Background: an optimization exercise with open tools, aiming at small area and a short achievable clock period. Do not read the settings as production practice. Function was checked by simulation only, so behaviour that the tests miss may differ from the original.

Design m68kCacheTop, start of the top module:
module m68kCacheTop (
	input logic Clock,
	input logic Reset_L,
	input logic AS_L,
	input logic UDS_L,
	input logic LDS_L,
	input logic WE_L,
	input logic DramSelect,
	input m68kBusPkg::busAddr CpuAddr,
	input m68kBusPkg::busWord CpuDataIn,
	output m68kBusPkg::busWord CpuDataOut,
	output logic DtackToCpu_L,
	output logic DramSel_L,
	output logic DramAS_L,
	output logic DramUDS_L,
	output logic DramLDS_L,
	output logic DramWE_L,
	output m68kBusPkg::busAddr DramAddr,
	output m68kBusPkg::busWord DramDataOut,
	input m68kBusPkg::busWord DramDataIn,
	input logic DramDtack_L,
	input logic CAS_Dram_L,
	input logic RAS_Dram_L
);
	cacheGeomPkg::addrFields cpuFields;
	cacheGeomPkg::lineIndex sweepIndex;
	logic sweepClear;
	logic entryWrite;
	logic phaseWrite;
	logic validSet;
	logic validClear;
	logic dataWrite;
	logic idle;
	logic captureBurst;
	logic hit;
	logic [8-1:0] readPos;
	cacheGeomPkg::wordSel linePhase;
  ...
Size: about 11,000 cells after synthesis, about 5,000 flip-flops, ~140 I/O pins, about 140,000 um2 of cells after synthesis.
==> module cacheSequencer, before the edit <==
module cacheSequencer (
	input logic Clock,
	input logic Reset_L,
	input logic AS_L,
	input logic UDS_L,
	input logic LDS_L,
	input logic WE_L,
	input logic DramSelect,
	input m68kBusPkg::busAddr CpuAddr,
	input logic DramDtack_L,
	input logic CAS_Dram_L,
	input logic RAS_Dram_L,
	output logic DtackToCpu_L,
	output logic DramSel_L,
	output logic DramAS_L,
	output logic DramUDS_L,
	output logic DramLDS_L,
	output logic DramWE_L,
	output m68kBusPkg::busAddr DramAddr,
	output cacheGeomPkg::lineIndex SweepIndex,
	output logic SweepClear,
	output logic EntryWrite,
	output logic PhaseWrite,
	output logic ValidSet,
	output logic ValidClear,
	output logic DataWrite,
	output logic Idle,
	output logic CaptureBurst,
	input logic Hit
);
	logic sRst, sSwp, sIdl, sLkp, sFrq, sCw1, sCw2, sBur, sFdn, sWt, sHh;
	logic hitQ;
	logic selStatesQ;
	logic dtackStatesQ;
	logic nWt, nHh, nFrq, nCw1, nCw2, nBur, nFdn;
	cacheGeomPkg::lineIndex count;
	cacheGeomPkg::addrFields cpuFields;
	logic cycleEnd;
	logic readCas;
	logic start;
	logic sweepLast;
	logic burstLast;
	assign cpuFields = cacheGeomPkg::addrFields'(CpuAddr);
	assign cycleEnd = AS_L || !DramSelect;
	assign readCas = !CAS_Dram_L && RAS_Dram_L;
	assign start = !AS_L && DramSelect;
	assign sweepLast = count == cacheGeomPkg::lineIndex'(32 - 1);
	assign burstLast = count[3-1:0] == cacheGeomPkg::wordSel'(8 - 1);
	assign nWt = (sIdl && start && !WE_L) || (sWt && !cycleEnd);
	assign nHh = (sLkp && hitQ) || (sHh && !cycleEnd);
	assign nFrq = (sLkp && !hitQ) || (sFrq && !readCas);
	assign nCw1 = sFrq && readCas;
	assign nCw2 = sCw1;
	assign nBur = sCw2 || (sBur && !burstLast);
	assign nFdn = (sBur && burstLast) || (sFdn && !cycleEnd);
	always_ff @(posedge Clock or negedge Reset_L) begin
		if (!Reset_L) begin
			sRst <= 1'b1;
			sSwp <= 1'b0;
			sIdl <= 1'b0;
			sLkp <= 1'b0;
			sFrq <= 1'b0;
			sCw1 <= 1'b0;
			sCw2 <= 1'b0;
			sBur <= 1'b0;
			sFdn <= 1'b0;
			sWt <= 1'b0;
			sHh <= 1'b0;
			selStatesQ <= 1'b0;
			dtackStatesQ <= 1'b0;
			count <= '0;
		end else begin
			sRst <= 1'b0;
			sSwp <= sRst || (sSwp && !sweepLast);
			sIdl <= (sSwp && sweepLast) || (sIdl && !start) ||
				((sHh || sFdn || sWt) && cycleEnd);
			sLkp <= sIdl && start && WE_L;
			sWt <= nWt;
			sHh <= nHh;
			sFrq <= nFrq;
			sCw1 <= nCw1;
			sCw2 <= nCw2;
			sBur <= nBur;
			sFdn <= nFdn;
			selStatesQ <= nFrq || nCw1 || nCw2 || nBur || nWt;
			dtackStatesQ <= nHh || nFdn;
			if (sRst || sCw2)
				count <= '0;
			else
				count <= count + cacheGeomPkg::lineIndex'(1);
		end
	end
	always_ff @(posedge Clock)
		hitQ <= Hit;
	assign DtackToCpu_L = sWt ? DramDtack_L : !((sLkp && hitQ) || dtackStatesQ);
	assign DramSel_L = !((sLkp && !hitQ) || selStatesQ);
	assign DramAddr = {CpuAddr[32-1:4], sWt ? CpuAddr[3:0] : 4'b0};
	assign DramAS_L = AS_L;
	assign DramWE_L = WE_L;
	assign DramUDS_L = UDS_L && sWt;
	assign DramLDS_L = LDS_L && sWt;
	assign SweepIndex = count;
	assign SweepClear = sSwp;
	assign EntryWrite = sBur;
	assign PhaseWrite = sBur && burstLast;
	assign ValidSet = sFdn;
	assign ValidClear = sWt;
	assign DataWrite = sBur;
	assign Idle = sIdl;
	assign CaptureBurst = sBur && (count[3-1:0] == cpuFields.word);
endmodule
==> module cacheTagStore, before the edit <==
module cacheTagStore (
	input logic Clock,
	input logic Reset_L,
	input cacheGeomPkg::lineIndex LookupIndex,
	input cacheGeomPkg::lineIndex SweepIndex,
	input cacheGeomPkg::tagValue CpuTag,
	input logic EntryWrite,
	input logic PhaseWrite,
	input logic SweepClear,
	input logic ValidSet,
	input logic ValidClear,
	output logic Hit,
	output cacheGeomPkg::wordSel LinePhase,
	output cacheGeomPkg::wordSel RingPhase,
	output logic [8-1:0] PhaseHot
);
	localparam int EW = 23;
	localparam int NR = 32 / 8;
	logic [EW-1:0] ring [NR][8];
	logic [32-1:0] validMem;
	cacheGeomPkg::wordSel phaseMem [32];
	cacheGeomPkg::wordSel ringPhase;
	logic [1:0] ringSel;
	logic [8-1:0] phaseHot;
	logic [8-1:0] lowHot;
	logic [8-1:0] slotHot;
	logic [EW-1:0] entry;
	logic [EW-1:0] newEntry;
	logic atPort;
	always_ff @(posedge Clock or negedge Reset_L) begin
		if (!Reset_L)
			ringPhase <= '0;
		else
			ringPhase <= ringPhase + cacheGeomPkg::wordSel'(1);
	end
	assign RingPhase = ringPhase;
	assign PhaseHot = phaseHot;
	assign ringSel = LookupIndex[4:3];
	always_comb begin
		for (int k = 0; k < 8; k++) begin
			phaseHot[k] = ringPhase == cacheGeomPkg::wordSel'(k);
			lowHot[k] = LookupIndex[2:0] == cacheGeomPkg::wordSel'(k);
		end
		for (int k = 0; k < 8; k++) begin
			slotHot[k] = 1'b0;
			for (int j = 0; j < 8; j++)
				slotHot[k] = slotHot[k] | (phaseHot[j] & lowHot[(j + k) % 8]);
		end
	end
	assign newEntry = CpuTag;
	assign atPort = EntryWrite && |(lowHot & phaseHot);
	always_ff @(posedge Clock) begin
		for (int r = 0; r < NR; r++) begin
			for (int k = 0; k < 8 - 1; k++)
				ring[r][k] <= ring[r][k + 1];
			if (atPort && ringSel == 2'(r))
				ring[r][8 - 1] <= newEntry;
			else
				ring[r][8 - 1] <= ring[r][0];
		end
	end
	always_ff @(posedge Clock) begin
		for (int l = 0; l < 32; l++)
			if (PhaseWrite && LookupIndex == cacheGeomPkg::lineIndex'(l))
				phaseMem[l] <= ringPhase + cacheGeomPkg::wordSel'(1);
	end
	always_ff @(posedge Clock) begin
		for (int l = 0; l < 32; l++) begin
			if (SweepClear && SweepIndex == cacheGeomPkg::lineIndex'(l))
				validMem[l] <= 1'b0;
			else if (ValidSet && LookupIndex == cacheGeomPkg::lineIndex'(l))
				validMem[l] <= 1'b1;
			else if (ValidClear && LookupIndex == cacheGeomPkg::lineIndex'(l))
				validMem[l] <= 1'b0;
		end
	end
	always_comb begin
		entry = '0;
		for (int r = 0; r < NR; r++)
			for (int k = 0; k < 8; k++)
				entry = entry | (ring[r][k] & {EW{ringSel == 2'(r) && slotHot[k]}});
	end
	assign Hit = validMem[LookupIndex] && (entry == CpuTag);
	always_comb begin
		LinePhase = '0;
		for (int l = 0; l < 32; l++)
			LinePhase = LinePhase |
				(phaseMem[l] & {3{LookupIndex == cacheGeomPkg::lineIndex'(l)}});
	end
endmodule
export LEC_CHECK = 0
export ABC_CLOCK_PERIOD_IN_PS = 3000
export CAP_MARGIN = 20
export CORE_MARGIN = 2
export CORE_UTILIZATION = 50
export CTS_BUF_LIST = sky130_fd_sc_hd__clkbuf_8
export CTS_CLUSTER_DIAMETER = 50
export CTS_CLUSTER_SIZE = 16
export SLEW_MARGIN = 20
export SETUP_SLACK_MARGIN = 5.7
create_clock -name core_clock -period 10.0 [get_ports {Clock}]
standard.sh (not shown) runs the stock make flow with config.mk's settings and CLKGATE_MAP_FILE= SYNTH_SCRIPT=/design/flow/synth_recipe.tcl, a recipe that flattens the netlist after the stock synthesis.
==> flow/flow/run.sh <==
#!/bin/bash
set -euo pipefail
echo "export SETUP_SLACK_MARGIN = 5.7" >> config.mk
export SETUP_SLACK_MARGIN=5.7
export PRE_IO_PLACEMENT_TCL="$PWD/flow/io_pairs.tcl"
bash standard.sh > flow_make.log 2>&1
==> flow/flow/io_pairs.tcl <==
# keep each input next to the output it drives straight through
proc my_pair {a b} {
  set_io_pin_constraint -pin_names [list $a $b] -group -order
}
for {set i 0} {$i < 32} {incr i} {
  my_pair "CpuAddr\[$i\]" "DramAddr\[$i\]"
}
for {set i 0} {$i < 16} {incr i} {
  my_pair "CpuDataIn\[$i\]" "DramDataOut\[$i\]"
}
my_pair UDS_L DramUDS_L
my_pair LDS_L DramLDS_L
my_pair AS_L DramAS_L
my_pair WE_L DramWE_L
my_pair DramDtack_L DtackToCpu_L
Next try:
--- a/flow/design.v
+++ b/flow/design.v
@@ -62,9 +62,9 @@
 );
 	logic sRst, sSwp, sIdl, sLkp, sFrq, sCw1, sCw2, sBur, sFdn, sWt, sHh;
 	logic hitQ;
 	logic selStatesQ;
-	logic dtackStatesQ;
+	logic dtackQ;
 	logic nWt, nHh, nFrq, nCw1, nCw2, nBur, nFdn;
 	cacheGeomPkg::lineIndex count;
 	cacheGeomPkg::addrFields cpuFields;
 	logic cycleEnd;
@@ -98,9 +98,9 @@
 			sFdn <= 1'b0;
 			sWt <= 1'b0;
 			sHh <= 1'b0;
 			selStatesQ <= 1'b0;
-			dtackStatesQ <= 1'b0;
+			dtackQ <= 1'b1;
 			count <= '0;
 		end else begin
 			sRst <= 1'b0;
 			sSwp <= sRst || (sSwp && !sweepLast);
@@ -114,18 +114,18 @@
 			sCw2 <= nCw2;
 			sBur <= nBur;
 			sFdn <= nFdn;
 			selStatesQ <= nFrq || nCw1 || nCw2 || nBur || nWt;
-			dtackStatesQ <= nHh || nFdn;
+			dtackQ <= !((sIdl && start && WE_L && Hit) || nHh || nFdn);
 			if (sRst || sCw2)
 				count <= '0;
 			else
 				count <= count + cacheGeomPkg::lineIndex'(1);
 		end
 	end
 	always_ff @(posedge Clock)
 		hitQ <= Hit;
-	assign DtackToCpu_L = sWt ? DramDtack_L : !((sLkp && hitQ) || dtackStatesQ);
+	assign DtackToCpu_L = sWt ? DramDtack_L : dtackQ;
 	assign DramSel_L = !((sLkp && !hitQ) || selStatesQ);
 	assign DramAddr = {CpuAddr[32-1:4], sWt ? CpuAddr[3:0] : 4'b0};
 	assign DramAS_L = AS_L;
 	assign DramWE_L = WE_L;
@@ -170,19 +170,21 @@
 	logic [EW-1:0] entry;
 	logic [EW-1:0] newEntry;
 	logic atPort;
 	always_ff @(posedge Clock or negedge Reset_L) begin
-		if (!Reset_L)
+		if (!Reset_L) begin
 			ringPhase <= '0;
-		else
+			phaseHot <= 8'(1);
+		end else begin
 			ringPhase <= ringPhase + cacheGeomPkg::wordSel'(1);
+			phaseHot <= {phaseHot[8-2:0], phaseHot[8-1]};
+		end
 	end
 	assign RingPhase = ringPhase;
 	assign PhaseHot = phaseHot;
 	assign ringSel = LookupIndex[4:3];
 	always_comb begin
 		for (int k = 0; k < 8; k++) begin
-			phaseHot[k] = ringPhase == cacheGeomPkg::wordSel'(k);
 			lowHot[k] = LookupIndex[2:0] == cacheGeomPkg::wordSel'(k);
 		end
 		for (int k = 0; k < 8; k++) begin
 			slotHot[k] = 1'b0;
=>
- The new run produced a clean layout
- synthesized cell count climbs by 1.2%
- hold slack improved by 0.014 ns
- global-route usage is about the same
- cell count grows by 0.99%
- setup slack got worse by 0.054 ns

afterwards: timing with drivers on the ports:
Ports are ideal in the flow. The routed layouts listed here were re-timed in OpenROAD.
Step 1, drivers: a clkbuf_16 drives Clock and a buf_2 each remaining input, both assumed.
Step 2 also shifts input and output timing later by t, the mid clock arrival at the registers, as if the neighbouring blocks saw the same clock.
Slacks: no drivers / after step 1 / after step 2; pairs: no drivers / after step 1.
run | t, ns | slack for setup (ns) | pins driven straight from the clock port
the first run | 1.224 | 5.470 / 5.370 / 4.146 | 1
the second run | 1.232 | 5.417 / 5.233 / 4.001 | 1
After both steps every run listed still meets setup and hold. For the second run, which loses most, drivers alone change the setup slack by -0.184 ns; drivers and shift together by -1.416 ns.
